This design comes from an exercise in tuning for small area, a short achievable clock period and few clock cycles per item on the open sky130 flow, not from production work.
At most, simulation tests tie the RTL to the original design; equivalence was not proved.
The RTL of runs 3 to 5 was laid out without a check of its function.

<file path="flow/run.sh">
#!/bin/bash
# synth_recipe.tcl (not shown) runs the flow's synth.tcl, then flattens the netlist and writes it again
# the make line also repeats each setting of config.mk as NAME=value (left out here)
make -C /OpenROAD-flow-scripts/flow DESIGN_CONFIG=/design/flow/config.mk WORK_HOME=/design/flow/orfs CLKGATE_MAP_FILE= SYNTH_SCRIPT=/design/flow/synth_recipe.tcl finish
</file>
<file path="flow/config.mk">
export PLATFORM = sky130hd
export DESIGN_NAME = adc_calibrate_deadzone_detect
export DESIGN_NICKNAME = adc_calibrate_deadzone_detect
export VERILOG_FILES = /design/flow/design.v
export SDC_FILE = /design/flow/constraint.sdc
export NUM_CORES = 4
export LEC_CHECK = 0
export CAP_MARGIN = 5
export CORE_MARGIN = 2
export CORE_UTILIZATION = 50
export CTS_BUF_LIST = sky130_fd_sc_hd__clkbuf_8
export SETUP_SLACK_MARGIN = 3.3
export SLEW_MARGIN = 5
export TNS_END_PERCENT = 10
</file>
<file path="flow/constraint.sdc">
create_clock -name core_clock -period 6.0 [get_ports {clk_i}]
set_input_delay 1.2000 -clock core_clock [delete_from_list [all_inputs] [get_ports {clk_i}]]
set_output_delay 1.2000 -clock core_clock [all_outputs]
set_load 0.01 [all_outputs]
</file>
<file path="flow/design.v">
`timescale 1ns / 1ps
package adcd_pkg;
  localparam int CHANNELS    = 4;
  localparam int SAMPLE_BITS = 12;
  localparam int CFG_IDX_W = 3;
  localparam logic [CFG_IDX_W-1:0] REG_MIN_BASE = 3'd0;
  localparam logic [CFG_IDX_W-1:0] REG_MAX      = 3'd4;
  localparam logic [CFG_IDX_W-1:0] REG_CENTER   = 3'd5;
  localparam logic [CFG_IDX_W-1:0] REG_DEAD     = 3'd6;
  localparam int MAX_RESET    = 3000;
  localparam int CENTER_RESET = 2048;
  localparam int DEAD_RESET   = 200;
  function automatic int min_reset(input int ch);
    case (ch)
      0, 1:    min_reset = 8;
      2, 3:    min_reset = 7;
      default: min_reset = 0;
    endcase
  endfunction
  localparam int DIV_STEPS = 6;
  localparam logic [DIV_STEPS:0] DIV_REGS = 7'b111_1111;
  localparam bit IN_REG = 1'b0;
  localparam bit PREFIX_KS = 1'b0;
  localparam int K_SHARE = 6;
  function automatic int num_regs(input logic [DIV_STEPS:0] m);
    num_regs = 0;
    for (int i = 0; i <= DIV_STEPS; i++) num_regs = num_regs + int'(m[i]);
  endfunction
  localparam int DIV_STAGES  = num_regs(DIV_REGS);
  localparam int PIPE_STAGES = DIV_STAGES + int'(IN_REG);
endpackage
`timescale 1ns / 1ps
module adcd_lane #(
  parameter int SAMPLE_BITS = adcd_pkg::SAMPLE_BITS
) (
  input  logic                    clk_i,
  input  logic                    en_i,
  input  logic [SAMPLE_BITS-1:0]  raw_i,    
  input  logic [SAMPLE_BITS-1:0]  lo_i,
  input  logic [SAMPLE_BITS-1:0]  hi_i,
  output logic [SAMPLE_BITS-1:0]  quo_o     
);
  localparam int SB = SAMPLE_BITS;
  localparam int NSTEP = adcd_pkg::DIV_STEPS;
  localparam logic [NSTEP:0] REGS = adcd_pkg::DIV_REGS;
  localparam int NK = (NSTEP + adcd_pkg::K_SHARE - 1) / adcd_pkg::K_SHARE;
  logic [SB-1:0] dm1;
  logic          span;
  logic [SB-1:0] k1_q;
  logic          span_q;
  logic [SB+1:0] k3;
  assign {span, dm1} = {1'b0, hi_i} + {1'b0, ~lo_i};
  assign k3          = {2'b00, ~nk1_q[0]} + {1'b0, ~nk1_q[0], 1'b0} + (SB+2)'(2);
  if (adcd_pkg::IN_REG) begin : g_k1_reg
    always_ff @(posedge clk_i) begin
      k1_q   <= dm1;
      span_q <= span;
    end
  end else begin : g_k1_none
    assign k1_q   = '0;
    assign span_q = 1'b0;
  end
  logic [NK-1:0][SB-1:0] nk1_q;
  logic [NK-1:0][SB+1:0] nk3_q;
  always_ff @(posedge clk_i) begin
    nk1_q[0] <= ~dm1;
    nk3_q[0] <= ~k3;
  end
  for (genvar i = 1; i < NK; i++) begin : g_kc
    always_ff @(posedge clk_i) begin
      nk1_q[i] <= nk1_q[i-1];
      nk3_q[i] <= nk3_q[i-1];
    end
  end
  logic [SB-1:0] k1s;
  logic          spans;
  logic [SB-1:0] nk1s;
  if (adcd_pkg::IN_REG) begin : g_ks_reg
    assign k1s   = k1_q;
    assign spans = span_q;
    assign nk1s  = nk1_q[0];
  end else begin : g_ks_comb
    assign k1s   = dm1;
    assign spans = span;
    assign nk1s  = ~dm1;
  end
  logic [SB-1:0] d1;
  logic          raw_gt_lo;
  logic          raw_ge_hi;
  logic          zero;
  logic [SB-1:0] rem0, low0;
  assign {raw_gt_lo, d1} = {1'b0, raw_i} + {1'b0, ~lo_i};
  assign raw_ge_hi       = (raw_i >= hi_i);
  assign zero            = !raw_gt_lo || !spans;
  always_comb begin
    if (zero) begin
      rem0 = '0;
      low0 = '0;
    end else if (raw_ge_hi) begin
      rem0 = k1s;
      low0 = nk1s;
    end else begin
      rem0 = d1;
      low0 = ~d1;
    end
  end
  logic [NSTEP:0][SB-1:0] rem_c, nq_c;    
  logic [NSTEP:0][SB-1:0] rem_p, nq_p;    
  assign rem_c[0] = rem0;
  assign nq_c[0]  = low0;
  for (genvar j = 0; j <= NSTEP; j++) begin : g_pos
    if (REGS[j] && j == 0) begin : g_reg0
      logic [SB-1:0] rem_r;
      logic [1:0]    top_r;
      logic          zero_r;
      always_ff @(posedge clk_i) begin
        if (en_i) begin
          rem_r  <= rem_c[0];
          top_r  <= nq_c[0][SB-1:SB-2];
          zero_r <= zero;
        end
      end
      assign rem_p[0] = rem_r;
      assign nq_p[0]  = {top_r, ~rem_r[SB-3:0] & {(SB-2){!zero_r}}};
    end else if (REGS[j]) begin : g_reg
      logic [SB-1:0] nq_r;
      always_ff @(posedge clk_i) begin
        if (en_i) nq_r <= nq_c[j];
      end
      assign nq_p[j] = nq_r;
      if (j < NSTEP) begin : g_rem
        logic [SB-1:0] rem_r;
        always_ff @(posedge clk_i) begin
          if (en_i) rem_r <= rem_c[j];
        end
        assign rem_p[j] = rem_r;
      end else begin : g_norem
        assign rem_p[j] = '0;
      end
    end else begin : g_wire
      assign rem_p[j] = rem_c[j];
      assign nq_p[j]  = nq_c[j];
    end
    if (j < NSTEP) begin : g_step
      logic [SB+1:0] x, s1, s2, s3;
      logic          c1, c2, c3;
      logic [SB-1:0] nk1;
      logic [SB+1:0] nk3;
      logic          h0, h1, h2, h3;
      assign nk1      = nk1_q[j / adcd_pkg::K_SHARE];
      assign nk3      = nk3_q[j / adcd_pkg::K_SHARE];
      assign x        = {rem_p[j], nq_p[j][SB-1:SB-2]};
      adcd_add #(.W(SB+2)) u_a1 (.a_i(x), .b_i({2'b11, nk1}),       .s_o(s1), .c_o(c1));
      adcd_add #(.W(SB+2)) u_a2 (.a_i(x), .b_i({1'b1, nk1, 1'b0}), .s_o(s2), .c_o(c2));
      adcd_add #(.W(SB+2)) u_a3 (.a_i(x), .b_i(nk3),                .s_o(s3), .c_o(c3));
      assign h3 = c3;
      assign h2 = c2 && !c3;
      assign h1 = c1 && !c2;
      assign h0 = !c1;
      assign rem_c[j+1] = ({SB{h3}} & s3[SB-1:0]) | ({SB{h2}} & s2[SB-1:0]) |
                          ({SB{h1}} & s1[SB-1:0]) | ({SB{h0}} & x[SB-1:0]);
      assign nq_c[j+1] = {nq_p[j][SB-3:0], c2, c3 || (c1 && !c2)};
    end
  end
  assign quo_o = nq_p[NSTEP];
endmodule
module adcd_add #(
  parameter int W = 14
) (
  input  logic [W-1:0] a_i,
  input  logic [W-1:0] b_i,
  output logic [W-1:0] s_o,
  output logic         c_o
);
  localparam int L = $clog2(W);
  logic [L:0][W-1:0] g, p;
  assign g[0] = a_i & b_i;
  assign p[0] = a_i ^ b_i;
  for (genvar l = 0; l < L; l++) begin : g_lvl
    for (genvar i = 0; i < W; i++) begin : g_bit
      localparam int K = adcd_pkg::PREFIX_KS ? i - (1 << l) : ((i >> l) << l) - 1;
      if (adcd_pkg::PREFIX_KS ? (i >= (1 << l)) : ((i >> l) & 1)) begin : g_node
        assign g[l+1][i] = g[l][i] | (p[l][i] & g[l][K]);
        assign p[l+1][i] = p[l][i] & p[l][K];
      end else begin : g_pass
        assign g[l+1][i] = g[l][i];
        assign p[l+1][i] = p[l][i];
      end
    end
  end
  assign s_o = p[0] ^ {g[L][W-2:0], 1'b0};
  assign c_o = g[L][W-1];
endmodule
`timescale 1ns / 1ps
module adcd_merge #(
  parameter int SAMPLE_BITS = adcd_pkg::SAMPLE_BITS
) (
  input  logic                                           clk_i,
  input  logic                                           rst_ni,
  input  logic [SAMPLE_BITS-1:0]                         center_i,
  input  logic [SAMPLE_BITS-1:0]                         dead_i,
  input  logic                                           valid_i,    
  input  logic [adcd_pkg::CHANNELS-1:0][SAMPLE_BITS-1:0] scaled_i,
  input  logic                                           out_stall_i,
  input  logic                                           hold_i,     
  output logic                                           run_o,
  output logic                                           stall_o,
  output logic                                           out_valid_o,
  output logic [adcd_pkg::CHANNELS-1:0][SAMPLE_BITS-1:0] scaled_o,
  output logic                                           active_o,
  output logic                                           neutral_event_o
);
  localparam int SB = SAMPLE_BITS;
  localparam int CH = adcd_pkg::CHANNELS;
  localparam int W  = CH * SB + 2;
  logic [SB:0]   upper_q;
  logic [SB-1:0] lower_q;
  logic          lower_ok_q;
  always_ff @(posedge clk_i) begin
    upper_q    <= {1'b0, center_i} + {1'b0, dead_i};
    lower_q    <= center_i - dead_i;
    lower_ok_q <= (center_i > dead_i);
  end
  logic [CH-1:0] over;
  for (genvar ch = 0; ch < CH; ch++) begin : g_over
    assign over[ch] = ({1'b0, scaled_i[ch]} > upper_q) ||
                      (lower_ok_q && (scaled_i[ch] < lower_q));
  end
  logic run_q, stall_q, ov_q, sv_q, idle_seen_q;
  logic ov_d, sv_d;
  logic act, evt, inc, pop;
  logic [W-1:0] res, o_q, s_q;
  assign act = |over;
  assign evt = !act && !idle_seen_q;
  assign res = {scaled_i, act, evt};
  assign inc = run_q && valid_i;
  assign pop = ov_q && !out_stall_i;
  always_comb begin
    if (!ov_q) begin
      ov_d = inc;
      sv_d = 1'b0;
    end else if (pop) begin
      ov_d = sv_q || inc;
      sv_d = sv_q && inc;
    end else begin
      ov_d = 1'b1;
      sv_d = sv_q || inc;
    end
  end
  always_ff @(posedge clk_i or negedge rst_ni) begin
    if (!rst_ni) begin
      run_q       <= 1'b1;
      stall_q     <= 1'b1;
      ov_q        <= 1'b0;
      sv_q        <= 1'b0;
      idle_seen_q <= 1'b0;
    end else begin
      run_q   <= !sv_d;
      stall_q  <= sv_d || hold_i;
      ov_q    <= ov_d;
      sv_q    <= sv_d;
      if (inc) idle_seen_q <= !act;
    end
  end
  always_ff @(posedge clk_i) begin
    if (!ov_q || pop) o_q <= (sv_q ? s_q : res);
    if (ov_q && (pop ? sv_q : !sv_q)) s_q <= res;
  end
  assign run_o           = run_q;
  assign stall_o         = stall_q;
  assign out_valid_o     = ov_q;
  assign active_o        = o_q[1];
  assign neutral_event_o = o_q[0];
  for (genvar ch = 0; ch < CH; ch++) begin : g_out
    assign scaled_o[ch] = o_q[2 + ch*SB +: SB];
  end
endmodule
`timescale 1ns / 1ps
module adc_calibrate_deadzone_detect #(
  parameter int SAMPLE_BITS = adcd_pkg::SAMPLE_BITS
) (
  input  logic                           clk_i,
  input  logic                           rst_ni,
  input  logic                           cfg_we_i,
  input  logic [adcd_pkg::CFG_IDX_W-1:0] cfg_idx_i,
  input  logic [SAMPLE_BITS-1:0]         cfg_data_i,
  input  logic                           in_valid_i,
  output logic                           in_stall_o,
  input  logic [SAMPLE_BITS-1:0]         sample_ch0_i,
  input  logic [SAMPLE_BITS-1:0]         sample_ch1_i,
  input  logic [SAMPLE_BITS-1:0]         sample_ch2_i,
  input  logic [SAMPLE_BITS-1:0]         sample_ch3_i,
  output logic                           out_valid_o,
  input  logic                           out_stall_i,
  output logic [SAMPLE_BITS-1:0]         scaled_ch0_o,
  output logic [SAMPLE_BITS-1:0]         scaled_ch1_o,
  output logic [SAMPLE_BITS-1:0]         scaled_ch2_o,
  output logic [SAMPLE_BITS-1:0]         scaled_ch3_o,
  output logic                           active_o,
  output logic                           neutral_event_o
);
  localparam int CH = adcd_pkg::CHANNELS;
  localparam int NS = adcd_pkg::PIPE_STAGES;
  logic [CH-1:0][SAMPLE_BITS-1:0] min_q;
  logic [SAMPLE_BITS-1:0]         max_q;
  logic [SAMPLE_BITS-1:0]         center_q;
  logic [SAMPLE_BITS-1:0]         dead_q;
  for (genvar ch = 0; ch < CH; ch++) begin : g_min
    always_ff @(posedge clk_i or negedge rst_ni) begin
      if (!rst_ni) begin
        min_q[ch] <= SAMPLE_BITS'(adcd_pkg::min_reset(ch));
      end else if (cfg_we_i &&
                   cfg_idx_i == adcd_pkg::REG_MIN_BASE + adcd_pkg::CFG_IDX_W'(ch)) begin
        min_q[ch] <= cfg_data_i;
      end
    end
  end
  always_ff @(posedge clk_i or negedge rst_ni) begin
    if (!rst_ni) begin
      max_q    <= SAMPLE_BITS'(adcd_pkg::MAX_RESET);
      center_q <= SAMPLE_BITS'(adcd_pkg::CENTER_RESET);
      dead_q   <= SAMPLE_BITS'(adcd_pkg::DEAD_RESET);
    end else if (cfg_we_i) begin
      case (cfg_idx_i)
        adcd_pkg::REG_MAX:    max_q    <= cfg_data_i;
        adcd_pkg::REG_CENTER: center_q <= cfg_data_i;
        adcd_pkg::REG_DEAD:   dead_q   <= cfg_data_i;
        default: ;
      endcase
    end
  end
  logic                           run;
  logic [CH-1:0][SAMPLE_BITS-1:0] raw_q;
  logic [NS-1:0]                  valid_q;
  if (adcd_pkg::IN_REG) begin : g_in_reg
    always_ff @(posedge clk_i) begin
      if (run) begin
        raw_q[0] <= sample_ch0_i;
        raw_q[1] <= sample_ch1_i;
        raw_q[2] <= sample_ch2_i;
        raw_q[3] <= sample_ch3_i;
      end
    end
  end else begin : g_in_wire
    assign raw_q[0] = sample_ch0_i;
    assign raw_q[1] = sample_ch1_i;
    assign raw_q[2] = sample_ch2_i;
    assign raw_q[3] = sample_ch3_i;
  end
  always_ff @(posedge clk_i or negedge rst_ni) begin
    if (!rst_ni) begin
      valid_q <= '0;
    end else if (run) begin
      valid_q <= NS'({valid_q, in_valid_i && !in_stall_o});
    end
  end
  logic [CH-1:0][SAMPLE_BITS-1:0] lane_scaled;
  for (genvar ch = 0; ch < CH; ch++) begin : g_lane
    adcd_lane #(
      .SAMPLE_BITS(SAMPLE_BITS)
    ) u_lane (
      .clk_i (clk_i),
      .en_i  (run),
      .raw_i (raw_q[ch]),
      .lo_i  (min_q[ch]),
      .hi_i  (max_q),
      .quo_o (lane_scaled[ch])
    );
  end
  logic [CH-1:0][SAMPLE_BITS-1:0] out_scaled;
  adcd_merge #(
    .SAMPLE_BITS(SAMPLE_BITS)
  ) u_merge (
    .clk_i          (clk_i),
    .rst_ni         (rst_ni),
    .center_i       (center_q),
    .dead_i         (dead_q),
    .valid_i        (valid_q[NS-1]),
    .scaled_i       (lane_scaled),
    .out_stall_i    (out_stall_i),
    .hold_i         (cfg_we_i && !adcd_pkg::IN_REG),
    .run_o          (run),
    .stall_o        (in_stall_o),
    .out_valid_o    (out_valid_o),
    .scaled_o       (out_scaled),
    .active_o       (active_o),
    .neutral_event_o(neutral_event_o)
  );
  assign scaled_ch0_o = out_scaled[0];
  assign scaled_ch1_o = out_scaled[1];
  assign scaled_ch2_o = out_scaled[2];
  assign scaled_ch3_o = out_scaled[3];
endmodule
</file>
==> metrics.md, run 1 <==
| Metric | Value |
|---|---|
| Count of buffers from port buffering | `119` |
| Total number of nets in the final design | `9,006` |
| Relative slew slack | `0.181` |
| Effective utilization at floorplan | `0.503` |
| Num CTS Buffers | `168` |
| Post-route worst hold slack | `202 ps` |
| Initial antenna violation count | `16` |
| Share of cell area taken by muxes after synthesis | `0.0207` |
| Syn Area/Cell | `10.7 sq um` |
| Detailed-route DRC error count | `0` |
| Layout fillers | `12,000` |
| DIE AREA | `0.149 sq mm` |
| Vias in the first global route | `56,800` |
| Worst Hold Class | `primary input to asynchronous set/reset pin` |
| Share of the synthesized area in the top cell type | `0.282` |
| Number of instances in the synthesized netlist | `6,812` |
| Compound-Gate Fraction of Synth Area | `0.173` |
| Wire length of the first global-routing pass | `332,000 um` |
| Placeable core region | `0.145 sq mm` |
| Clock transition at the register clock pins on the worst setup and hold paths after CTS | `60 ps` |
| Floorplan die height | `386 um` |
| Detail-routed via count per cell | `6.00` |
| Wirelength per Cell | `23.0 um` |
| Prevailing post-synth register cell | `sky130_fd_sc_hd__edfxtp_1` |
| Critical setup path kind | `register to register` |
| Number of rows in the core area | `140` |
| Commonest non-fill, non-tap cells in the layout | `sky130_fd_sc_hd__ha_1, sky130_fd_sc_hd__edfxtp_1, sky130_fd_sc_hd__nor2_1` |
| Critical Path AT | `3650 ps` |
| Count of routing violations after the opening detailed-route iteration | `4,512` |
| Final total negative setup slack | `0 ps` |
| Maximum count of clock buffers along a single path | `3` |
| Sequential element share of the synthesized area | `0.351` |
| Final worst path period need | `3040 ps` |
| Area growth syn-to-layout | `19.8%` |
| Synthesized area | `0.0731 sq mm` |
| Synthesized Nets | `8,322` |
| Syn. warnings | `3` |
| Boundary Pins | `120` |
| Endpoints failing hold | `0` |
| Leftover overflow at the end of global routing | `0` |
| Total wirelength of the detailed-routed design | `220,000 um` |
| Largest family of logic cells by synthesized area | `adder cells` |
| Most common cell after layout, fill and taps aside | `sky130_fd_sc_hd__ha_1` |
| Highest fanout seen on the critical path | `7` |
| Dominant cell type by area after synthesis | `sky130_fd_sc_hd__edfxtp_1` |
| Share of the synthesized netlist area taken by xor and xnor gates | `0.0642` |
| Clock Skews | `52.3 ps` |
| Final weighted congestion of routability-driven global placement | `0.916` |
| Total count of max-transition violations in the final report | `0` |
| Result of the run | `finished clean` |
| Count of flip-flops with a built-in enable after synthesis | `688` |
| RSZ-0062 raised after global routing | `true` |
| Distinct cell type count of the synthesized netlist | `96` |
| Largest net degree at the start of global routing | `148` |
| Endpoint required time on the critical path | `6610 ps` |
| Overall track demand over capacity in global routing | `0.285` |
| Detailed Place HPWL | `156,000 um` |
| Async set-reset flop share out of synthesis | `0.105` |
| #FFs+latches synth | `913` |
| Startpoint class of the critical path | `register` |
| Layout cell share with drive strength beyond 1 | `0.200` |
| Nature of the critical path endpoint | `register` |
| TritonCTS clock tree | `built` |
| Setup violation total in the final timing report | `0` |
| Clock latency reported for the late side of the worst-skew pair | `920 ps` |
| Die Span X | `386 um` |
| Root buffer cell | `sky130_fd_sc_hd__clkbuf_8` |
| Area of placed instances | `0.0768 sq mm` |
| Number of vias in the routed layout | `57,400` |
| H-Tree Depth | `4` |
| Clock sink total | `913` |
| Post-synthesis adder-cell area fraction | `0.271` |
| Upper clock frequency limit | `0.329 GHz` |
| Simple-gate share of the synthesized area | `0.0921` |
| Leading post-synthesis cells by cell area | `sky130_fd_sc_hd__edfxtp_1, sky130_fd_sc_hd__ha_1, sky130_fd_sc_hd__fa_1, sky130_fd_sc_hd__dfxtp_1, sky130_fd_sc_hd__xor2_1` |
| Tightest Pin Transition | `1220 ps` |
| Detailed-routing iteration count for the pre-antenna-repair pass | `6` |
| DRT antenna net count | `0` |
| Period utilization | `0.506` |
| Final Cell Area | `0.0876 sq mm` |
| Max-cap violations | `0` |
[synthesized netlist by cell type, drive strengths merged (129+ instances only)]
| master | instances |
|---|---|
| nor2 | 463 |
| a21o | 181 |
| a21oi | 414 |
| fa | 234 |
| xor2 | 273 |
| o21ai | 462 |
| xnor2 | 263 |
| nand2 | 284 |
| inv | 422 |
| nand2b | 167 |
| edfxtp | 688 |
| ha | 1208 |
| dfxtp | 129 |
[state kept, by name (all words and copies together) (netlist names), 8 cells and up]
register                                       cells
g_lane.u_lane.nk3_q                               56
g_lane.u_lane.nk1_q                               48
g_lane.u_lane.g_pos.genblk1.g_reg.nq_r           288
g_lane.u_lane.g_pos.g_reg0.top_r                   8
max_q                                             12
dead_q                                            12
g_lane.u_lane.g_pos.g_reg0.rem_r                  48
u_merge.o_q                                       50
min_q                                             48
u_merge.s_q                                       50
u_merge.upper_q                                   13
center_q                                          12
g_lane.u_lane.g_pos.genblk1.g_reg.g_rem.rem_r    240
u_merge.lower_q                                   11
[worst paths after layout]
kind	startpoint	to	slack, ps	cells after the start
min	rst_ni	valid_q[1]	200	1
min in group core_clock	g_lane[1].u_lane.g_pos[3].genblk1.g_reg.nq_r[8]	g_lane[1].u_lane.g_pos[4].genblk1.g_reg.nq_r[10]	380	0
max reg2reg	g_lane[2].u_lane.nk3_q[2]	register	2960	10
min reg2reg	g_lane[1].u_lane.g_pos[3].genblk1.g_reg.nq_r[8]	g_lane[1].u_lane.g_pos[4].genblk1.g_reg.nq_r[10]	380	0
max	g_lane[2].u_lane.nk3_q[2]	register	2960	10
max in group asynchronous	rst_ni	max_q[0]	4390	2
[per-stage QoR]
step | std cells | setup slack, ps | util
2_1_floorplan | 6812 | 1090 | -
6_report | 9568 | 2960 | 0.603
4_1_cts | 9411 | 2930 | 0.583
3_5_place_dp | 8813 | 1600 | 0.528
5_1_grt | 9563 | 2870 | 0.602
3_3_place_gp | 8813 | 1590 | 0.528
[layer usage]
layer / vias to the layer above / global-route usage / wire (um)
li1: 27000 / - / -
met1: 28200 / 0.399 / 99500
met2: 1810 / 0.449 / 98900
met3: 400 / 0.0466 / 14600
met4: 10 / 0.0945 / 6740
met5: - / 0 / 69
[logic make-up (layout without fill, tap and decap cells)]
group | after synthesis | in the layout
AOI/OAI and AO/OA | 1858 | 1874
xor gates and xnor gates | 536 | 536
adders and majority gates | 1443 | 1443
buffers and inverters | 519 | 1331
DFF | 913 | 913
muxes | 138 | 138
other | 0 | 9
and+or+nand+nor | 1405 | 1407
[worst max-delay path, stage by stage (launching register included)]
cell	delay (ps)
sky130_fd_sc_hd__dfxtp_1	660
sky130_fd_sc_hd__ha_1	340
sky130_fd_sc_hd__nand2b_1	120
sky130_fd_sc_hd__a21oi_2	80
sky130_fd_sc_hd__o21ai_2	310
sky130_fd_sc_hd__o21ai_2	160
sky130_fd_sc_hd__a41oi_4	440
sky130_fd_sc_hd__buf_4	200
sky130_fd_sc_hd__buf_4	110
sky130_fd_sc_hd__o22ai_1	70
sky130_fd_sc_hd__a211o_1	250
[layout make-up]
| class | instances | area (sq um) | area share |
|---|---|---|---|
| flip-flops and latches | 913 | 25800 | 0.295 |
| repair buffers | 593 | 5320 | 0.0607 |
| clock inverters | 126 | 1040 | 0.0118 |
| diodes | 9 | 22.5 | 0.000257 |
| clock buffers | 190 | 2620 | 0.0299 |
| multi-input cells | 5398 | 48700 | 0.556 |
| well taps | 1917 | 2400 | 0.0274 |
| inverters | 422 | 1700 | 0.0194 |
[what timing repair did]
action	4_1_cts	5_1_grt
gates cloned	15	10
resized for setup	530	353
pin swaps	152	148
hold buffers	0	0
setup buffers	267	138
setup endpoints to repair	438	434
Testbench counts, summed over its fixed seeds: cycles 5,120, items 4,096.
==> run 2, diff against run 1 <==
==> flow/flow/run.sh (new file) <==
#!/bin/bash
# The standard layout (the standard.sh, every step unchanged), except that
# buffer_ports uses buf_2 for the port buffers instead of the resizer's default
# pick (a delay cell). The make run's full output goes to flow.log here; ORFS
# keeps each step's own log under orfs/logs.
set -euo pipefail
export BUFFER_PORTS_ARGS="-buffer_cell sky130_fd_sc_hd__buf_2"
bash standard.sh > flow.log 2>&1
==> flow/standard.sh (new file) <==
#!/bin/bash
# synth_recipe.tcl (not shown) runs the flow's synth.tcl, then flattens the netlist and writes it again
# the make line also repeats each setting of config.mk as NAME=value (left out here)
make -C /OpenROAD-flow-scripts/flow DESIGN_CONFIG=/design/flow/config.mk WORK_HOME=/design/flow/orfs CLKGATE_MAP_FILE= SYNTH_SCRIPT=/design/flow/synth_recipe.tcl "${@:-finish}"
--- a/flow/config.mk
+++ b/flow/config.mk
@@ -6,9 +6,8 @@
 export NUM_CORES = 4
 export LEC_CHECK = 0
-export CAP_MARGIN = 5
+export CAP_MARGIN = 20
 export CORE_MARGIN = 2
 export CORE_UTILIZATION = 50
-export CTS_BUF_LIST = sky130_fd_sc_hd__clkbuf_8
 export SETUP_SLACK_MARGIN = 3.3
-export SLEW_MARGIN = 5
+export SLEW_MARGIN = 20
 export TNS_END_PERCENT = 10
removed: flow/run.sh
==> run 2 against run 1 <==
Compared with the run above: sequential share of layout area grew 0.26 points; maximum frequency shrank 3.2%; utilization down 0.53 points; setup slack worse by 100 ps.
==> metrics.md, run 2 <==
| Metric | Value |
|---|---|
| Result of the run | `finished clean` |
| Register with the most flip-flops | `g_lane.u_lane.g_pos.genblk1.g_reg.nq_r` |
| Detailed-route DRC error count | `0 (unchanged)` |
| Effective utilization at floorplan | `0.503 (unchanged)` |
| Max-cap violations | `0 (unchanged)` |
| Clock Skews | `36.0 ps (-16.3 ps)` |
| Detailed-routing iteration count for the pre-antenna-repair pass | `6 (unchanged)` |
| Relative slew slack | `0.343 (+0.161)` |
| Count of buffers from port buffering | `119 (unchanged)` |
| Die Span X | `386 um (unchanged)` |
| Most Frequent Cell on Critical Path | `sky130_fd_sc_hd__buf_4` |
| Wirelength per Cell | `23.2 um (+1.1%)` |
| Final worst path period need | `3140 ps (+102 ps)` |
| Startpoint class of the critical path | `register` |
| Root buffer cell | `sky130_fd_sc_hd__clkbuf_16` |
| Flip-flop count of the largest register after layout | `288 (unchanged)` |
| Sequential element share of the synthesized area | `0.351 (unchanged)` |
| Critical setup path kind | `register to register` |
| Final weighted congestion of routability-driven global placement | `0.915 (about the same)` |
| Final instance count without filler cells | `9,449 (-1.2%)` |
| H-Tree Depth | `3 (-1)` |
| Commonest non-fill, non-tap cells in the layout | `sky130_fd_sc_hd__ha_1, sky130_fd_sc_hd__edfxtp_1, sky130_fd_sc_hd__nor2_1` |
| Synthesized area | `0.0731 sq mm (unchanged)` |
| DIE AREA | `0.149 sq mm (unchanged)` |
| Final total negative setup slack | `0 ps (unchanged)` |
| Tightest Pin Transition | `986 ps (-235 ps)` |
| Placed Cells incl. Taps | `8,807 (-0.068%)` |
| Worst Hold Class | `register to register` |
| Period utilization | `0.523 (+0.0170)` |
| Largest stage delay on the critical path | `500 ps (-160 ps)` |
| Count of flip-flops with a built-in enable after synthesis | `688 (unchanged)` |
| Critical-path top delay cell | `sky130_fd_sc_hd__edfxtp_1` |
| Num CTS Buffers | `106 (-37%)` |
| Floorplan die height | `386 um (unchanged)` |
| Syn Area/Cell | `10.7 sq um (unchanged)` |
| #FFs+latches synth | `913 (unchanged)` |
| Most common cell after layout, fill and taps aside | `sky130_fd_sc_hd__ha_1` |
| Vias in the first global route | `55,300 (-2.5%)` |
| Share of the synthesized area in the top cell type | `0.282 (unchanged)` |
| Critical Path AT | `3620 ps (-30 ps)` |
| Largest net degree at the start of global routing | `145 (-2.0%)` |
| Initial antenna violation count | `17 (+1)` |
| Clock latency reported for the late side of the worst-skew pair | `760 ps (-160 ps)` |
| Clock sink total | `913 (unchanged)` |
| Total wirelength of the detailed-routed design | `219,000 um (-0.20%)` |
| Dominant cell type by area after synthesis | `sky130_fd_sc_hd__edfxtp_1` |
| Endpoints failing hold | `0 (unchanged)` |
| Total count of max-transition violations in the final report | `0 (unchanged)` |
| Highest fanout seen on the critical path | `7 (unchanged)` |
| Worst path cell trace | `buf_4 -> ha_1 -> inv_2 -> fa_2 -> nand2b_4 -> a21oi_4 -> o41ai_4 -> o21ai_2 -> buf_4 -> a31oi_4 -> o22ai_2 -> a211o_1` |
| Overall track demand over capacity in global routing | `0.281 (-0.00405)` |
| Area of placed instances | `0.0762 sq mm (-0.80%)` |
| Wire length of the first global-routing pass | `328,000 um (-1.2%)` |
| Area growth syn-to-layout | `18.7%` |
| Leftover overflow at the end of global routing | `0 (unchanged)` |
| Most repeated cell in the gate-level netlist after synthesis | `sky130_fd_sc_hd__ha_1` |
| Number of vias in the routed layout | `57,100 (-0.59%)` |
| Total number of nets in the final design | `8,941 (-0.72%)` |
| Nature of the critical path endpoint | `register` |
| Count of routing violations after the opening detailed-route iteration | `4,638 (+2.8%)` |
| Syn. warnings | `3 (unchanged)` |
| Largest registers in the final layout | `g_lane.u_lane.g_pos.genblk1.g_reg.nq_r (288), g_lane.u_lane.g_pos.genblk1.g_reg.g_rem.rem_r (240), g_lane.u_lane.nk3_q (56)` |
| Number of hold buffers added after cts | `0 (unchanged)` |
| Final Cell Area | `0.0868 sq mm (-0.88%)` |
| Synthesized Nets | `8,322 (unchanged)` |
| Number of instances in the synthesized netlist | `6,812 (unchanged)` |
| Placeable core region | `0.145 sq mm (unchanged)` |
| RSZ-0062 raised after global routing | `true` |
| Leading post-synthesis cells by cell area | `sky130_fd_sc_hd__edfxtp_1, sky130_fd_sc_hd__ha_1, sky130_fd_sc_hd__fa_1, sky130_fd_sc_hd__dfxtp_1, sky130_fd_sc_hd__xor2_1` |
| Boundary Pins | `120 (unchanged)` |
| Layout fillers | `12,000 (-0.32%)` |
| Number of rows in the core area | `140 (unchanged)` |
| Detail-routed via count per cell | `6.04 (+0.67%)` |
| TritonCTS clock tree | `built` |
| Setup violation total in the final timing report | `0 (unchanged)` |
| Endpoint required time on the critical path | `6480 ps (-130 ps)` |
| Clock transition at the register clock pins on the worst setup and hold paths after CTS | `60 ps (about the same)` |
| Detailed Place HPWL | `159,000 um (+1.4%)` |
| Prevailing post-synth register cell | `sky130_fd_sc_hd__edfxtp_1` |
| Leading cell types by count after synthesis | `sky130_fd_sc_hd__ha_1, sky130_fd_sc_hd__edfxtp_1, sky130_fd_sc_hd__nor2_1, sky130_fd_sc_hd__inv_1, sky130_fd_sc_hd__a21oi_1` |
| Distinct cell type count of the synthesized netlist | `96 (unchanged)` |
| Layout cell share with drive strength beyond 1 | `0.205 (+0.00513)` |
| Post-layout utilization of the core | `0.597 (-0.00528)` |
| Maximum count of clock buffers along a single path | `3 (unchanged)` |
| Async set-reset flop share out of synthesis | `0.105 (unchanged)` |
| Upper clock frequency limit | `0.319 GHz (-3.2%)` |
| DRT antenna net count | `0 (unchanged)` |
[run 2: cells by family after synthesis]
| family | Yosys count | synth area share |
|---|---|---|
| multiplexers | 138 | 0.0207 |
| XOR/XNOR | 536 | 0.0642 |
| AND/OR/NAND/NOR | 1405 | 0.0921 |
| buffers and inverters | 519 | 0.0285 |
| adder cells (fa/ha/maj) | 1443 | 0.271 |
| AO/OA/AOI/OAI | 1858 | 0.173 |
| flip-flops | 913 | 0.351 |
[run 2: through the flow]
step / setup WS [ps] / hold WS [ps]
after floorplan: 1090 / 400
after global placement: 1920 / 400
after detailed placement: 1810 / 405
after CTS: 2900 / 381
after global routing: 2810 / 395
final: 2860 / 390
[run 2: repair_timing]
| item | 4_1_cts | 5_1_grt |
|---|---|---|
| gates resized for setup | 352 | 427 |
| gates cloned | 7 | 13 |
| endpoints found under the setup margin | 381 | 358 |
| pin swaps | 75 | 190 |
| setup buffers | 183 | 230 |
[run 2: area by class of cell]
type / instances / area, sq um / area share
multi-input cells: 5397 / 48500 / 0.559
flip-flops and latches: 913 / 25800 / 0.297
repair buffers: 591 / 4670 / 0.0538
clock buffers: 144 / 3070 / 0.0354
well taps: 1917 / 2400 / 0.0276
inverters: 422 / 1690 / 0.0195
clock inverters: 57 / 643 / 0.00741
diodes: 8 / 20.0 / 0.000231
[run 2: routing by layer]
metal	share of wire	global-route usage	vias up	wire length, um
met5	0.00037	0	-	81
met4	0.037	0.101	14	8200
met3	0.068	0.0432	427	14800
met2	0.44	0.434	1796	97300
met1	0.45	0.400	28000	98900
li1	-	-	26900	-
[run 2: final timing paths]
check,start,to,slack [ps],depth (start not counted)
min in group asynchronous,rst_ni,valid_q[5],530,1
worst max register to register,g_lane[0].u_lane.g_pos[0].g_reg0.top_r[0],register,2860,12
worst max-delay path,g_lane[0].u_lane.g_pos[0].g_reg0.top_r[0],register,2860,12
worst min-delay path,g_lane[0].u_lane.g_pos[2].genblk1.g_reg.nq_r[1],g_lane[0].u_lane.g_pos[3].genblk1.g_reg.nq_r[3],390,0
max in group asynchronous,rst_ni,min_q[38],4350,2
worst min register to register,g_lane[0].u_lane.g_pos[2].genblk1.g_reg.nq_r[1],g_lane[0].u_lane.g_pos[3].genblk1.g_reg.nq_r[3],390,0
[run 2: critical path, delay by kind of cell, from the launching register on]
family,cells,cell delay [ps]
compound gates,6,1400
flops,1,500
buf+inv,3,410
fa+ha+maj,2,390
simple gates,1,140
==> run 3, diff against run 2 <==
--- a/flow/design.v
+++ b/flow/design.v
@@ -132,5 +132,5 @@
         logic [SB-1:0] rem_r;
         always_ff @(posedge clk_i) begin
-          if (en_i) rem_r <= rem_c[j];
+          rem_r <= rem_c[j];
         end
         assign rem_p[j] = rem_r;
@@ -158,6 +158,9 @@
       assign h1 = c1 && !c2;
       assign h0 = !c1;
-      assign rem_c[j+1] = ({SB{h3}} & s3[SB-1:0]) | ({SB{h2}} & s2[SB-1:0]) |
-                          ({SB{h1}} & s1[SB-1:0]) | ({SB{h0}} & x[SB-1:0]);
+      logic hold;
+      assign hold = REGS[j+1] && !en_i;
+      assign rem_c[j+1] = ({SB{h3 && !hold}} & s3[SB-1:0]) | ({SB{h2 && !hold}} & s2[SB-1:0]) |
+                          ({SB{h1 && !hold}} & s1[SB-1:0]) | ({SB{h0 && !hold}} & x[SB-1:0]) |
+                          ({SB{hold}} & rem_p[j+1]);
       assign nq_c[j+1] = {nq_p[j][SB-3:0], c2, c3 || (c1 && !c2)};
     end
==> flow/run.sh (new file) <==
#!/bin/bash
# synth_recipe.tcl (not shown) runs the flow's synth.tcl, then flattens the netlist and writes it again
# the make line also repeats each setting of config.mk as NAME=value (left out here)
make -C /OpenROAD-flow-scripts/flow DESIGN_CONFIG=/design/flow/config.mk WORK_HOME=/design/flow/orfs CLKGATE_MAP_FILE= SYNTH_SCRIPT=/design/flow/synth_recipe.tcl finish
--- a/flow/config.mk
+++ b/flow/config.mk
@@ -6,8 +6,9 @@
 export NUM_CORES = 4
 export LEC_CHECK = 0
-export CAP_MARGIN = 20
+export CAP_MARGIN = 5
 export CORE_MARGIN = 2
 export CORE_UTILIZATION = 50
+export CTS_BUF_LIST = sky130_fd_sc_hd__clkbuf_8
 export SETUP_SLACK_MARGIN = 3.3
-export SLEW_MARGIN = 20
+export SLEW_MARGIN = 5
 export TNS_END_PERCENT = 10
removed: flow/flow/run.sh
removed: flow/standard.sh
==> run 3 against run 2 <==
Compared with the run above: still clean; die area down 0.30%; utilization rose by 1.1 points; final cell count increased by 5.3%; highest routed layer unchanged.
==> metrics.md, run 3 <==
| Metric | Value |
|---|---|
| DIE AREA | `0.149 sq mm (-0.30%)` |
| Final weighted congestion of routability-driven global placement | `0.914 (-0.12%)` |
| Endpoint required time on the critical path | `6780 ps (+300 ps)` |
| Most common cell after layout, fill and taps aside | `sky130_fd_sc_hd__ha_1` |
| Final worst path period need | `3010 ps (-131 ps)` |
| Tightest Pin Transition | `1220 ps (+233 ps)` |
| Overall track demand over capacity in global routing | `0.301 (+0.0201)` |
| Max-cap violations | `0 (unchanged)` |
| Worst Hold Class | `primary input to asynchronous set/reset pin` |
| Clock Skews | `51.2 ps (+15.3 ps)` |
| Upper clock frequency limit | `0.332 GHz (+4.4%)` |
| Clock transition at the register clock pins on the worst setup and hold paths after CTS | `60 ps (about the same)` |
| Detail-routed via count per cell | `6.06 (+0.22%)` |
| Register with the most flip-flops | `g_lane.u_lane.g_pos.genblk1.g_reg.nq_r` |
| Startpoint class of the critical path | `register` |
| Period utilization | `0.501 (-0.0218)` |
| Number of rows in the core area | `140 (unchanged)` |
| Num CTS Buffers | `165 (+56%)` |
| Count of flip-flops with a built-in enable after synthesis | `448 (-35%)` |
| Async set-reset flop share out of synthesis | `0.105 (unchanged)` |
| Setup violation total in the final timing report | `0 (unchanged)` |
| Vias in the first global route | `59,100 (+6.8%)` |
| Initial antenna violation count | `15 (-2)` |
| Prevailing post-synth register cell | `sky130_fd_sc_hd__edfxtp_1` |
| Largest registers in the final layout | `g_lane.u_lane.g_pos.genblk1.g_reg.nq_r (288), g_lane.u_lane.g_pos.genblk1.g_reg.g_rem.rem_r (240), g_lane.u_lane.nk3_q (56)` |
| #FFs+latches synth | `913 (unchanged)` |
| Highest fanout seen on the critical path | `5 (-2)` |
| Relative slew slack | `0.184 (-0.159)` |
| DRT antenna net count | `0 (unchanged)` |
| Most repeated cell in the gate-level netlist after synthesis | `sky130_fd_sc_hd__ha_1` |
| RSZ-0062 raised after global routing | `true` |
| Synthesized Nets | `8,674 (+4.2%)` |
| Floorplan die height | `386 um (-0.15%)` |
| H-Tree Depth | `4 (+1)` |
| Worst path cell trace | `buf_4 -> ha_1 -> inv_1 -> fa_2 -> nor2b_2 -> o31ai_2 -> a21oi_2 -> a31oi_4 -> or2_4 -> o22ai_1 -> a221oi_1 -> a21oi_1` |
| Wire length of the first global-routing pass | `346,000 um (+5.6%)` |
| Detailed-route DRC error count | `0 (unchanged)` |
| Layout cell share with drive strength beyond 1 | `0.213 (+0.00858)` |
| Layout fillers | `12,100 (+0.92%)` |
| Root buffer cell | `sky130_fd_sc_hd__clkbuf_8` |
| Largest net degree at the start of global routing | `145 (unchanged)` |
| Detailed-routing iteration count for the pre-antenna-repair pass | `6 (unchanged)` |
| Number of instances in the synthesized netlist | `7,164 (+5.2%)` |
| Total wirelength of the detailed-routed design | `230,000 um (+4.9%)` |
| TritonCTS clock tree | `built` |
| Syn Area/Cell | `10.2 sq um (-5.2%)` |
| Dominant cell type by area after synthesis | `sky130_fd_sc_hd__ha_1` |
| Commonest non-fill, non-tap cells in the layout | `sky130_fd_sc_hd__ha_1, sky130_fd_sc_hd__nor2_1, sky130_fd_sc_hd__inv_1` |
| Die Span X | `386 um (-0.15%)` |
| Worst reg2reg setup slack | `2990 ps (+130 ps)` |
| Critical Path AT | `3790 ps (+170 ps)` |
| Final Cell Area | `0.0884 sq mm (+1.8%)` |
| Detailed Place HPWL | `164,000 um (+3.4%)` |
| Distinct cell type count of the synthesized netlist | `97 (+1.0%)` |
| Area growth syn-to-layout | `21.2%` |
| Maximum count of clock buffers along a single path | `3 (unchanged)` |
| Syn. warnings | `3 (unchanged)` |
| Synthesized area | `0.0729 sq mm (-0.30%)` |
| Final total negative setup slack | `0 ps (unchanged)` |
| Placeable core region | `0.145 sq mm (-0.12%)` |
| Leading post-synthesis cells by cell area | `sky130_fd_sc_hd__ha_1, sky130_fd_sc_hd__edfxtp_1, sky130_fd_sc_hd__dfxtp_1, sky130_fd_sc_hd__fa_1, sky130_fd_sc_hd__xnor2_1` |
| Share of the synthesized area in the top cell type | `0.207 (-0.0752)` |
| Number of hold buffers added after cts | `0 (unchanged)` |
| Sequential element share of the synthesized area | `0.319 (-0.0319)` |
| Clock latency reported for the late side of the worst-skew pair | `930 ps (+170 ps)` |
| Multi-input gate area | `0.0510 sq mm (+5.1%)` |
| Largest stage delay on the critical path | `440 ps (-60 ps)` |
| Critical setup path kind | `register to register` |
| Number of vias in the routed layout | `60,200 (+5.5%)` |
| Area of placed instances | `0.0767 sq mm (+0.66%)` |
| Result of the run | `finished clean` |
| Count of routing violations after the opening detailed-route iteration | `4,444 (-4.2%)` |
| Effective utilization at floorplan | `0.502 (-0.000918)` |
| Flip-flop count of the largest register after layout | `288 (unchanged)` |
| Leftover overflow at the end of global routing | `0 (unchanged)` |
| Count of buffers from port buffering | `119 (unchanged)` |
| Boundary Pins | `120 (unchanged)` |
| Nature of the critical path endpoint | `register` |
| Total number of nets in the final design | `9,387 (+5.0%)` |
| Endpoints failing hold | `0 (unchanged)` |
| Clock sink total | `913 (unchanged)` |
| Critical-path top delay cell | `sky130_fd_sc_hd__edfxtp_1` |
| Area used by sequential logic in the layout | `0.0235 sq mm (-9.1%)` |
| Wirelength per Cell | `23.1 um (-0.37%)` |
| Leading cell types by count after synthesis | `sky130_fd_sc_hd__ha_1, sky130_fd_sc_hd__nor2_1, sky130_fd_sc_hd__inv_1, sky130_fd_sc_hd__a21oi_1, sky130_fd_sc_hd__edfxtp_1` |
| Total count of max-transition violations in the final report | `0 (unchanged)` |
-- run 3: cell types whose count changed after synthesis, moves of 43 or more --
| cell | before | now |
|---|---|---|
| sky130_fd_sc_hd__dfxtp_1 | 129 | 369 |
| sky130_fd_sc_hd__edfxtp_1 | 688 | 448 |
| sky130_fd_sc_hd__clkbuf_1 | 33 | 114 |
| sky130_fd_sc_hd__o221ai_1 | 50 | 114 |
| sky130_fd_sc_hd__inv_1 | 416 | 476 |
| sky130_fd_sc_hd__a21oi_1 | 412 | 471 |
| sky130_fd_sc_hd__o21a_1 | 81 | 133 |
| sky130_fd_sc_hd__o21ai_1 | 57 | 9 |
| sky130_fd_sc_hd__a21o_1 | 181 | 138 |
| sky130_fd_sc_hd__o2bb2ai_1 | 0 | 43 |
-- run 3: worst paths after layout --
check	end	start	cells after the start
min	u_merge.idle_seen_q	rst_ni	1
min reg2reg	g_lane[2].u_lane.g_pos[4].genblk1.g_reg.nq_r[3]	g_lane[2].u_lane.g_pos[3].genblk1.g_reg.nq_r[1]	0
min in group core_clock	g_lane[2].u_lane.g_pos[4].genblk1.g_reg.nq_r[3]	g_lane[2].u_lane.g_pos[3].genblk1.g_reg.nq_r[1]	0
max	register	g_lane[1].u_lane.g_pos[1].genblk1.g_reg.nq_r[10]	12
max in group asynchronous	max_q[0]	rst_ni	2
max reg2reg	register	g_lane[1].u_lane.g_pos[1].genblk1.g_reg.nq_r[10]	12
-- run 3: critical path, delay by kind of cell, from the launching register on --
family	cells	cell delay, ps
buffers and inverters	2	230
AOI/OAI and AO/OA	6	1470
DFF	1	440
adders and majority gates	2	410
and+or+nand+nor	2	310
-- run 3: stage by stage --
stage	util	setup slack [ps]	hold WS [ps]	std cells
finish	0.609	2990	289	9946
global route	0.608	2930	292	9938
CTS	0.585	3030	210	9739
detailed placement	0.528	1270	405	9125
global placement	0.528	1320	401	9125
floorplan	-	1880	400	7164
-- run 3: kinds of logic (layout without fill, tap and decap cells) --
group | count (synthesis) | count (layout) | synth area share
compound gates | 2076 | 2082 | 0.196
fa+ha+maj | 1442 | 1442 | 0.272
simple gates | 1423 | 1426 | 0.0934
flops | 913 | 913 | 0.319
buf+inv | 626 | 1471 | 0.0328
xor+xnor | 506 | 506 | 0.0608
mux | 178 | 178 | 0.0262
other cells | 0 | 11 | 0
-- run 3: what timing repair did --
item | 4_1_cts | 5_1_grt
endpoints found under the setup margin | 449 | 425
gates resized for setup | 703 | 388
setup buffers | 297 | 188
cloned | 9 | 8
pin swaps | 212 | 210
-- run 3: routing by layer --
metal / GRT usage / share of wire
met2: 0.473 / 0.45
met3: 0.0496 / 0.067
met1: 0.418 / 0.45
met4: 0.108 / 0.036
met5: 0 / 0.000043
-- run 3: cell type report --
cell class | count | share of cell area
Antenna cell | 11 | 0.000311
Clock inverter | 127 | 0.00985
Inverter | 477 | 0.0219
Clock buffer | 181 | 0.0282
Timing Repair Buffer | 686 | 0.0697
Tap cell | 1917 | 0.0271
Sequential cell | 913 | 0.266
Multi-Input combinational cell | 5634 | 0.577
==> run 4, diff against run 3 <==
--- a/flow/design.v
+++ b/flow/design.v
@@ -47,20 +47,13 @@
   logic [SB-1:0] dm1;
   logic          span;
-  logic [SB-1:0] k1_q;
   logic          span_q;
   logic [SB+1:0] k3;
+  logic [NK-1:0][SB-1:0] nk1_q;
+  logic [NK-1:0][SB+1:0] nk3_q;
   assign {span, dm1} = {1'b0, hi_i} + {1'b0, ~lo_i};
   assign k3          = {2'b00, ~nk1_q[0]} + {1'b0, ~nk1_q[0], 1'b0} + (SB+2)'(2);
-  if (adcd_pkg::IN_REG) begin : g_k1_reg
-    always_ff @(posedge clk_i) begin
-      k1_q   <= dm1;
-      span_q <= span;
-    end
-  end else begin : g_k1_none
-    assign k1_q   = '0;
-    assign span_q = 1'b0;
+  always_ff @(posedge clk_i) begin
+    span_q <= span;
   end
-  logic [NK-1:0][SB-1:0] nk1_q;
-  logic [NK-1:0][SB+1:0] nk3_q;
   always_ff @(posedge clk_i) begin
     nk1_q[0] <= ~dm1;
@@ -73,16 +66,4 @@
     end
   end
-  logic [SB-1:0] k1s;
-  logic          spans;
-  logic [SB-1:0] nk1s;
-  if (adcd_pkg::IN_REG) begin : g_ks_reg
-    assign k1s   = k1_q;
-    assign spans = span_q;
-    assign nk1s  = nk1_q[0];
-  end else begin : g_ks_comb
-    assign k1s   = dm1;
-    assign spans = span;
-    assign nk1s  = ~dm1;
-  end
   logic [SB-1:0] d1;
   logic          raw_gt_lo;
@@ -92,5 +73,5 @@
   assign {raw_gt_lo, d1} = {1'b0, raw_i} + {1'b0, ~lo_i};
   assign raw_ge_hi       = (raw_i >= hi_i);
-  assign zero            = !raw_gt_lo || !spans;
+  assign zero            = !raw_gt_lo || !span_q;
   always_comb begin
     if (zero) begin
@@ -98,6 +79,6 @@
       low0 = '0;
     end else if (raw_ge_hi) begin
-      rem0 = k1s;
-      low0 = nk1s;
+      rem0 = ~nk1_q[0];
+      low0 = nk1_q[0];
     end else begin
       rem0 = d1;
==> flow/flow/run.sh (new file) <==
#!/bin/bash
# The standard layout (the standard.sh, every step unchanged), except that
# buffer_ports uses buf_2 for the port buffers instead of the resizer's default
# pick (a delay cell). The make run's full output goes to flow.log here; ORFS
# keeps each step's own log under orfs/logs.
set -euo pipefail
export BUFFER_PORTS_ARGS="-buffer_cell sky130_fd_sc_hd__buf_2"
bash standard.sh > flow.log 2>&1
==> flow/standard.sh (new file) <==
#!/bin/bash
# synth_recipe.tcl (not shown) runs the flow's synth.tcl, then flattens the netlist and writes it again
# the make line also repeats each setting of config.mk as NAME=value (left out here)
make -C /OpenROAD-flow-scripts/flow DESIGN_CONFIG=/design/flow/config.mk WORK_HOME=/design/flow/orfs CLKGATE_MAP_FILE= SYNTH_SCRIPT=/design/flow/synth_recipe.tcl "${@:-finish}"
removed: flow/run.sh
==> run 4 against run 3 <==
Compared with the run above: die area about the same; synthesized area barely moved; synthesized cell count increased by 0.42%; highest routed layer unchanged.
==> metrics.md, run 4 <==
| Metric | Value |
|---|---|
| Max-cap violations | `0 (unchanged)` |
| Leading post-synthesis cells by cell area | `sky130_fd_sc_hd__ha_1, sky130_fd_sc_hd__edfxtp_1, sky130_fd_sc_hd__dfxtp_1, sky130_fd_sc_hd__fa_1, sky130_fd_sc_hd__xnor2_1` |
| Syn. warnings | `3 (unchanged)` |
| Count of routing violations after the opening detailed-route iteration | `5,048 (+14%)` |
| Clock latency reported for the late side of the worst-skew pair | `940 ps (about the same)` |
| Wirelength per Cell | `24.0 um (+3.6%)` |
| Dominant cell type by area after synthesis | `sky130_fd_sc_hd__ha_1` |
| Detailed-route DRC error count | `0 (unchanged)` |
| Placeable core region | `0.145 sq mm (unchanged)` |
| #FFs+latches synth | `917 (+0.44%)` |
| Register with the most flip-flops | `g_lane.u_lane.g_pos.genblk1.g_reg.nq_r` |
| Number of instances in the synthesized netlist | `7,194 (+0.42%)` |
| Worst Hold Class | `primary input to asynchronous set/reset pin` |
| Relative slew slack | `0.215 (+0.0308)` |
| Distinct cell type count of the synthesized netlist | `99 (+2.1%)` |
| Final total negative setup slack | `0 ps (unchanged)` |
| Total count of max-transition violations in the final report | `0 (unchanged)` |
| Highest fanout seen on the critical path | `5 (unchanged)` |
| RSZ-0062 raised after global routing | `true` |
| Final worst path period need | `3130 ps (+118 ps)` |
| Detail-routed via count per cell | `6.12 (+1.0%)` |
| Syn Area/Cell | `10.1 sq um (-0.34%)` |
| TritonCTS clock tree | `built` |
| Clock sink total | `917 (+0.44%)` |
| DRT antenna net count | `0 (unchanged)` |
| Period utilization | `0.521 (+0.0197)` |
| Clock transition at the register clock pins on the worst setup and hold paths after CTS | `60 ps (about the same)` |
| Final weighted congestion of routability-driven global placement | `0.920 (+0.68%)` |
| Total number of nets in the final design | `9,327 (-0.64%)` |
| Number of rows in the core area | `140 (unchanged)` |
| Async set-reset flop share out of synthesis | `0.105 (-0.000459)` |
| Nature of the critical path endpoint | `register` |
| Synthesized area | `0.0730 sq mm (about the same)` |
| H-Tree Depth | `4 (unchanged)` |
| Critical setup path kind | `register to register` |
| Most repeated cell in the gate-level netlist after synthesis | `sky130_fd_sc_hd__ha_1` |
| Detailed-routing iteration count for the pre-antenna-repair pass | `6 (unchanged)` |
| Effective utilization at floorplan | `0.503 (about the same)` |
| Tightest Pin Transition | `1170 ps (-47.2 ps)` |
| DIE AREA | `0.149 sq mm (about the same)` |
| Number of hold buffers added after cts | `0 (unchanged)` |
| Prevailing post-synth register cell | `sky130_fd_sc_hd__edfxtp_1` |
| Most common cell after layout, fill and taps aside | `sky130_fd_sc_hd__ha_1` |
| Commonest non-fill, non-tap cells in the layout | `sky130_fd_sc_hd__ha_1, sky130_fd_sc_hd__inv_1, sky130_fd_sc_hd__edfxtp_1` |
| Area growth syn-to-layout | `18.2%` |
| Result of the run | `finished clean` |
| Leftover overflow at the end of global routing | `0 (unchanged)` |
| Area of placed instances | `0.0761 sq mm (-0.74%)` |
| Critical Path AT | `3750 ps (-40 ps)` |
| Die Span X | `386 um (about the same)` |
| Layout cell share with drive strength beyond 1 | `0.193 (-0.0207)` |
| Floorplan die height | `386 um (about the same)` |
| Maximum count of clock buffers along a single path | `3 (unchanged)` |
| Count of flip-flops with a built-in enable after synthesis | `448 (unchanged)` |
| Overall track demand over capacity in global routing | `0.311 (+0.0102)` |
| Setup violation total in the final timing report | `0 (unchanged)` |
| Leading cell types by count after synthesis | `sky130_fd_sc_hd__ha_1, sky130_fd_sc_hd__inv_1, sky130_fd_sc_hd__a21oi_1, sky130_fd_sc_hd__nor2_1, sky130_fd_sc_hd__edfxtp_1` |
| Sequential element share of the synthesized area | `0.320 (+0.000846)` |
| Startpoint class of the critical path | `register` |
| Wire length of the first global-routing pass | `354,000 um (+2.3%)` |
| Largest net degree at the start of global routing | `152 (+4.8%)` |
| Initial antenna violation count | `16 (+1)` |
| Synthesized Nets | `8,704 (+0.35%)` |
| Flip-flop count of the largest register after layout | `288 (unchanged)` |
| Root buffer cell | `sky130_fd_sc_hd__clkbuf_8` |
| Count of buffers from port buffering | `119 (unchanged)` |
| Endpoint required time on the critical path | `6630 ps (-150 ps)` |
| Boundary Pins | `120 (unchanged)` |
| Clock Skews | `40.5 ps (-10.7 ps)` |
| Num CTS Buffers | `173 (+4.8%)` |
| Endpoints failing hold | `0 (unchanged)` |
| Number of vias in the routed layout | `60,500 (+0.46%)` |
| Final Cell Area | `0.0862 sq mm (-2.4%)` |
| Share of the synthesized area in the top cell type | `0.207 (about the same)` |
| Vias in the first global route | `59,000 (-0.21%)` |
| Detailed Place HPWL | `172,000 um (+4.7%)` |
| Upper clock frequency limit | `0.320 GHz (-3.8%)` |
| Total wirelength of the detailed-routed design | `237,000 um (+3.0%)` |
| Largest registers in the final layout | `g_lane.u_lane.g_pos.genblk1.g_reg.nq_r (288), g_lane.u_lane.g_pos.genblk1.g_reg.g_rem.rem_r (240), g_lane.u_lane.nk3_q (56)` |
## run 4: layout make-up
type,instances,area [sq um]
fill,12300,59000
multi-input combinational,5662,49900
sequential,917,23500
timing repair buffer,589,4860
clock buffer,185,2550
tap,1917,2400
inverter,474,1900
clock inverter,138,1080
antenna,9,22.5
## run 4: worst max-delay path, stage by stage (launching register included)
cell,delay (ps)
sky130_fd_sc_hd__dfxtp_4,370
sky130_fd_sc_hd__ha_1,280
sky130_fd_sc_hd__a31o_2,240
sky130_fd_sc_hd__a21o_1,180
sky130_fd_sc_hd__a21oi_1,190
sky130_fd_sc_hd__nor2_1,70
sky130_fd_sc_hd__a2111oi_1,560
sky130_fd_sc_hd__o21ai_1,370
sky130_fd_sc_hd__o21bai_1,270
sky130_fd_sc_hd__o211ai_1,280
## run 4: stage by stage
stage	hold WS (ps)	instances	utilization	worst slack, ps
floorplan	400	7194	-	1970
detailed placement	405	9164	0.524	1480
global placement	401	9164	0.524	1560
CTS	211	9731	0.576	2980
finish	279	9891	0.594	2870
global route	258	9888	0.594	2820
## run 4: repair_timing
item	CTS	global route
hold endpoints to repair	0	0
pin swaps	148	140
setup endpoints to repair	436	406
gates cloned	8	6
buffers inserted	236	145
gates resized for setup	513	301
## run 4: path summary, 6_finish.rpt
path	start	to	slack [ps]	depth (start not counted)
setup reg to reg	g_lane[3].u_lane.nk1_q[1]	g_lane[3].u_lane.g_pos[6].genblk1.g_reg.nq_r[0]	2870	9
hold reg to reg	g_lane[2].u_lane.g_pos[1].genblk1.g_reg.nq_r[3]	g_lane[2].u_lane.g_pos[2].genblk1.g_reg.nq_r[5]	400	0
max in group asynchronous	rst_ni	max_q[2]	4460	2
min in group core_clock	g_lane[2].u_lane.g_pos[1].genblk1.g_reg.nq_r[3]	g_lane[2].u_lane.g_pos[2].genblk1.g_reg.nq_r[5]	400	0
hold / removal	rst_ni	u_merge.idle_seen_q	280	1
setup / recovery	g_lane[3].u_lane.nk1_q[1]	g_lane[3].u_lane.g_pos[6].genblk1.g_reg.nq_r[0]	2870	9
## run 4: cell families (layout without fill, tap and decap cells)
kind of cell	Yosys count	after routing	synth area share
mux	141	141	0.0209
compound gates	2119	2123	0.198
simple gates	1429	1434	0.0946
xor+xnor	522	522	0.0626
other cells	0	9	0
flops	917	917	0.320
fa+ha+maj	1442	1442	0.271
buf+inv	624	1386	0.0327
## run 4: metal layers
layer	track usage	up-vias	wire length [um]
li1	-	28300	-
met1	0.429	29600	105000
met2	0.491	2198	106000
met3	0.0500	509	16400
met4	0.117	6	9060
met5	0	-	31
==> run 5, diff against run 4 <==
--- a/flow/config.mk
+++ b/flow/config.mk
@@ -10,5 +10,5 @@
 export CORE_UTILIZATION = 50
 export CTS_BUF_LIST = sky130_fd_sc_hd__clkbuf_8
-export SETUP_SLACK_MARGIN = 3.3
+export SETUP_SLACK_MARGIN = 3.5
 export SLEW_MARGIN = 5
-export TNS_END_PERCENT = 10
+export TNS_END_PERCENT = 20
==> run 5 against run 4 <==
Compared with the run above: still clean on timing, DRC and antenna; utilization grew 1.4 points; synthesized cell count unchanged; non-clock buffer count up 114; clock skew grew 1.2 ps; hold slack got worse by 26 ps; via count is 0.65% higher; final cell count rose by 1.2%.
==> metrics.md, run 5 <==
| Metric | Value |
|---|---|
| Post-route worst hold slack | `252 ps (-26.3 ps)` |
| Result of the run | `finished clean` |
| Initial antenna violation count | `26 (+10)` |
| Number of rows in the core area | `140 (unchanged)` |
| Async set-reset flop share out of synthesis | `0.105 (unchanged)` |
| Root buffer cell | `sky130_fd_sc_hd__clkbuf_8` |
| Startpoint class of the critical path | `register` |
| Final weighted congestion of routability-driven global placement | `0.905 (-1.7%)` |
| Clock Skews | `41.7 ps (+1.20 ps)` |
| Critical setup path kind | `register to register` |
| Relative slew slack | `0.189 (-0.0254)` |
| Share of the synthesized area in the top cell type | `0.207 (unchanged)` |
| Tightest Pin Transition | `1210 ps (+39.1 ps)` |
| Count of routing violations after the opening detailed-route iteration | `4,900 (-2.9%)` |
| Sequential element share of the synthesized area | `0.320 (unchanged)` |
| Synthesized Nets | `8,704 (unchanged)` |
| #FFs+latches synth | `917 (unchanged)` |
| Clock latency reported for the late side of the worst-skew pair | `910 ps (-30 ps)` |
| Layout cell share with drive strength beyond 1 | `0.223 (+0.0302)` |
| Floorplan die height | `386 um (unchanged)` |
| Count of flip-flops with a built-in enable after synthesis | `448 (unchanged)` |
| Clock sink total | `917 (unchanged)` |
| Detailed Place HPWL | `170,000 um (-0.78%)` |
| Endpoint required time on the critical path | `6650 ps (+20 ps)` |
| Distinct cell type count of the synthesized netlist | `99 (unchanged)` |
| Overall track demand over capacity in global routing | `0.312 (+0.000544)` |
| H-Tree Depth | `4 (unchanged)` |
| DIE AREA | `0.149 sq mm (unchanged)` |
| Vias in the first global route | `59,800 (+1.5%)` |
| Reg2Reg Launch Point | `g_lane[1].u_lane.g_pos[6].genblk1.g_reg.nq_r[1]` |
| Total count of max-transition violations in the final report | `0 (unchanged)` |
| Area growth syn-to-layout | `20.9%` |
| Worst reg2reg setup slack | `2940 ps (+70 ps)` |
| Placeable core region | `0.145 sq mm (unchanged)` |
| Flip-flop count of the largest register after layout | `288 (unchanged)` |
| Commonest non-fill, non-tap cells in the layout | `sky130_fd_sc_hd__ha_1, sky130_fd_sc_hd__inv_1, sky130_fd_sc_hd__buf_4` |
| Capture instance of the worst register-to-register path | `u_merge.o_q[1]` |
| Wirelength per Cell | `23.8 um (-0.73%)` |
| R2r worst-path depth | `9 (unchanged)` |
| Maximum count of clock buffers along a single path | `3 (unchanged)` |
| Largest net degree at the start of global routing | `128 (-16%)` |
| Total wirelength of the detailed-routed design | `238,000 um (+0.43%)` |
| Endpoints failing hold | `0 (unchanged)` |
| Detailed-route DRC error count | `0 (unchanged)` |
| Register with the most flip-flops | `g_lane.u_lane.g_pos.genblk1.g_reg.nq_r` |
| Num CTS Buffers | `171 (-1.2%)` |
[run 5: cell counts after synthesis]
Identical to the previous run, type by type.
[run 5: through the flow]
stage,setup slack (ps),cell area [sq um],utilization
global placement,1590,76200,0.525
finish,2940,88300,0.608
global route,2910,88200,0.608
floorplan,1970,73300,-
CTS,2940,85000,0.585
detailed placement,1570,76200,0.525
[run 5: repair_timing]
item | in CTS | in global routing
buffers inserted | 308 | 178
pin swaps | 233 | 171
cloned | 12 | 10
resized for setup | 668 | 409
setup endpoints to repair | 456 | 445
[run 5: area by class of cell]
class | instances | area (sq um)
fillers | 12100 | 57000
multi-input cells | 5664 | 51000
flip-flops and latches | 917 | 23500
repair buffers | 703 | 5900
clock buffers | 185 | 2550
well taps | 1917 | 2400
inverters | 474 | 1920
clock inverters | 139 | 1030
diodes | 7 | 17.5
[run 5: cells by family after synthesis]
group,Yosys count,share of synthesized area
compound gates,2119,0.198
xor+xnor,522,0.0626
fa+ha+maj,1442,0.271
buf+inv,624,0.0327
flops,917,0.320
mux,141,0.0209
simple gates,1429,0.0946
[run 5: worst max-delay path by stage]
| stage | slack (ps) | to | depth (start not counted) |
|---|---|---|---|
| after floorplan | 1970 | register | 8 |
| after global placement | 1590 | g_lane[1].u_lane.g_pos[0].g_reg0.rem_r[10] | 11 |
| after detailed placement | 1570 | g_lane[1].u_lane.g_pos[0].g_reg0.top_r[1] | 11 |
| after CTS | 2940 | g_lane[2].u_lane.g_pos[0].g_reg0.rem_r[9] | 12 |
| after global routing | 2910 | register | 9 |
| final | 2940 | u_merge.o_q[1] | 9 |
[run 5: worst max-delay path, stage by stage (launching register included)]
cell,delay (ps)
sky130_fd_sc_hd__edfxtp_1,570
sky130_fd_sc_hd__ha_1,270
sky130_fd_sc_hd__a21o_1,180
sky130_fd_sc_hd__a21o_1,180
sky130_fd_sc_hd__a211o_1,300
sky130_fd_sc_hd__a211oi_1,290
sky130_fd_sc_hd__o22ai_1,190
sky130_fd_sc_hd__a211oi_1,230
sky130_fd_sc_hd__nand2_1,240
sky130_fd_sc_hd__mux2_2,340
[run 5: routing by layer]
layer / track usage / part of all wire
met2: 0.490 / 0.45
met1: 0.428 / 0.44
met5: 0 / 0.00063
met3: 0.0503 / 0.074
met4: 0.125 / 0.040

-- static timing again, ports no longer ideal --
How much do the figures lean on ideal ports? The routed layouts below were timed once more, with nothing changed but the port constraints.
Step 1 (the two cells are an assumption about what drives the block):
set clk [get_ports {clk_i}]
set_driving_cell -lib_cell sky130_fd_sc_hd__clkbuf_16 $clk
set_driving_cell -lib_cell sky130_fd_sc_hd__buf_2 [delete_from_list [all_inputs] $clk]
Step 2 times the ports against the registers' clock, not the clock port: input delays grow and output delays shrink by t, the midpoint of the rising clock arrivals with the driver on.
Slacks: ideal / step 1 / step 2; pairs: ideal / step 1.
| run | t (ns) | setup WS [ns] | worst setup path at the end | slew at the worst register clock pin (ns) |
|---|---|---|---|---|
| run 1 | 0.974 | 2.963 / 2.956 / 2.045 | input to register | 0.07 / 0.07 |
| run 2 | 0.824 | 2.861 / 2.861 / 2.206 | input to register | 0.07 / 0.07 |
| run 3 | 0.979 | 2.992 / 2.992 / 2.180 | input to register | 0.07 / 0.07 |
| run 4 | 0.996 | 2.874 / 2.874 / 2.056 | input to register | 0.07 / 0.07 |
| run 5 | 0.972 | 2.941 / 2.941 / 2.186 | input to register | 0.07 / 0.07 |
After both steps setup and hold are still met in every run listed. The setup slack of run 1, which loses most, moves by -0.007 ns with the drivers and by -0.918 ns with both steps.
